What follows belongs to an exercise in optimizing a design on an open flow for small area, a short achievable clock period and few clock cycles per item; a production flow would make more cautious choices. Function was checked by simulation only, so behaviour that the tests miss may differ from the original.

Design heater_handle_supervisor, start of the top module:
module heater_handle_supervisor (
  input  logic                         clk_i,
  input  logic                         rst_ni,
  input  logic                         in_valid_i,
  output logic                         in_ready_o,
  input  logic [hhs_pkg::InW-1:0]      in_data_i,
  output logic                         out_valid_o,
  input  logic                         out_ready_i,
  output logic [hhs_pkg::OutW-1:0]     out_data_o,
  input  logic                         cfg_valid_i,
  output logic                         cfg_ready_o,
  input  logic [hhs_pkg::CfgIdxW-1:0]  cfg_index_i,
  input  logic [hhs_pkg::CfgDataW-1:0] cfg_data_i
);
For scale: about 1,200 cells after synthesis, about 77 I/O pins, roughly 12,000 µm² of cells after synthesis.
export LEC_CHECK = 0
export CAP_MARGIN = 20
export CORE_MARGIN = 2
export CORE_UTILIZATION = 40
export SLEW_MARGIN = 20
create_clock -name core_clock -period 9.0 [get_ports {clk_i}]
standard.sh (not shown) runs the stock make flow with config.mk's settings and CLKGATE_MAP_FILE= SYNTH_SCRIPT=/design/flow/synth_recipe.tcl, a recipe that flattens the netlist after the stock synthesis.
==> flow/flow/run.sh <==
#!/bin/bash
# Layout: the standard flow (standard.sh, which runs the standard synthesis
# unchanged) with two settings changed: the ports are buffered with
# sky130_fd_sc_hd__buf_1 (buffer_ports' own pick is a delay buffer), and the
# timing repair aims for 6 ns of setup slack at the design's clock period.
# The make output goes to standard_flow.log; ORFS's logs stay under orfs/logs.
set -euo pipefail
bash standard.sh SETUP_SLACK_MARGIN=6 "BUFFER_PORTS_ARGS=-buffer_cell sky130_fd_sc_hd__buf_1" finish > standard_flow.log 2>&1
The starting point passed the timing, design-rule and antenna checks.
Testbench counts at the start, summed over its fixed seeds: cycles 16,024, items 16,000.
Then changed:
==> flow/run.sh (new file) <==
#!/bin/bash
# synth_recipe.tcl (not shown) runs the flow's synth.tcl, then flattens the netlist and writes it again
# the make line also repeats each setting of config.mk as NAME=value (left out here)
make -C /OpenROAD-flow-scripts/flow DESIGN_CONFIG=/design/flow/config.mk WORK_HOME=/design/flow/orfs CLKGATE_MAP_FILE= SYNTH_SCRIPT=/design/flow/synth_recipe.tcl finish
--- a/flow/config.mk
+++ b/flow/config.mk
@@ -10,0 +11 @@
+export SETUP_SLACK_MARGIN = 5
removed: flow/flow/run.sh
removed: flow/standard.sh
After rerunning:
- cell count fell by 1.7%
- area after synthesis does not change
- critical path depth fell by 1
- maximum frequency rose by 2.0%
- core utilization fell by 0.50 points
- hold slack gains 27 ps

========
Setup of run 1:
heater_handle_supervisor, a different RTL version from the one above (not shown whole).
For scale: about 1200 cells after synthesis, roughly 77 I/O pins, about 12000 um^2 of cells after synthesis.
export LEC_CHECK = 0
export CAP_MARGIN = 5
export CORE_MARGIN = 2
export CORE_UTILIZATION = 40
export CTS_BUF_LIST = sky130_fd_sc_hd__clkbuf_8
export SLEW_MARGIN = 5
create_clock -name core_clock -period 9.0 [get_ports {clk_i}]
==> flow/flow/run.sh <==
#!/bin/bash
# Layout: the standard flow (standard.sh, which runs the standard synthesis
# unchanged) with two settings changed: the ports are buffered with
# sky130_fd_sc_hd__buf_1 (buffer_ports' own pick is a delay buffer), and the
# timing repair aims for 5.8 ns of setup slack at the design's clock period.
# The make output goes to standard_flow.log; ORFS's logs stay under orfs/logs.
set -euo pipefail
bash standard.sh SETUP_SLACK_MARGIN=5.8 "BUFFER_PORTS_ARGS=-buffer_cell sky130_fd_sc_hd__buf_1" finish > standard_flow.log 2>&1
No stage failed in run 1, and the final checks on the layout all came back clean.
Testbench counts of run 1, summed over its fixed seeds: cycles 16,024, items 16,000.
Here is what was changed in the inputs of run 2 compared with run 1.
# run 1
export LEC_CHECK = 0
export CAP_MARGIN = 5
export CORE_MARGIN = 2
export CORE_UTILIZATION = 40
export CTS_BUF_LIST = sky130_fd_sc_hd__clkbuf_8
export SLEW_MARGIN = 5
create_clock -name core_clock -period 9.0 [get_ports {clk_i}]
# run 2
export LEC_CHECK = 0
export CAP_MARGIN = 20
export CORE_MARGIN = 2
export CORE_UTILIZATION = 40
export CTS_BUF_LIST = sky130_fd_sc_hd__clkbuf_8
export GPL_TIMING_DRIVEN = 0
export SLEW_MARGIN = 20
create_clock -name core_clock -period 9.0 [get_ports {clk_i}]
[summary]
[run 2 vs run 1] first-pass GRT wire length: higher in run 2. Run 2 ran to completion and came out clean on the timing, design-rule and antenna checks. Looking only at share of the clock period used by the worst path after layout, and setting everything else aside, the higher value of run 2 and run 1 goes to run 2. Compared to run 1, the router laid down more metal wire for run 2. Relative to run 1, run 2 degrades worst setup slack. Run 2 improves on run 1 in worst relative slew slack. In run 2 relative to run 1, via total after detailed routing had gone up by a few percent. Between run 1 and run 2, maximum clock frequency decreased.

## port drivers added, routing unchanged
In the flow no input, the clock included, has a driving cell. The finished layouts below were timed again as built, in two steps. Step 1 sets driving cells, clkbuf_16 on the clock port and buf_2 on the other inputs (assumed; they add their load-dependent delay and slew). Step 2 times the ports against the registers' clock, not the clock port: input delays grow and output delays shrink by t, the midpoint of the rising clock arrivals with the driver on. Slacks: no drivers / after step 1 / after step 2; pairs: no drivers / after step 1.
run | t (ns) | setup slack, ns | hold slack, ns | worst setup path after step 2 | cell pins on the clock port's net
the first run of note 1 | 0.481 | 5.070 / 5.070 / 5.070 | 0.450 / 0.450 / 0.450 | register to register | 1
the second run of note 1 | 0.486 | 5.146 / 5.146 / 4.766 | 0.477 / 0.477 / 0.477 | input to register | 1
run 1 | 0.506 | 5.904 / 5.904 / 5.546 | 0.479 / 0.479 / 0.479 | input to register | 1
run 2 | 0.513 | 5.853 / 5.853 / 5.446 | 0.481 / 0.481 / 0.481 | input to register | 1
After both steps setup and hold are still met in every run listed. For run 2, which loses most, drivers alone change the setup slack by 0.000 ns; drivers and shift together by -0.407 ns.
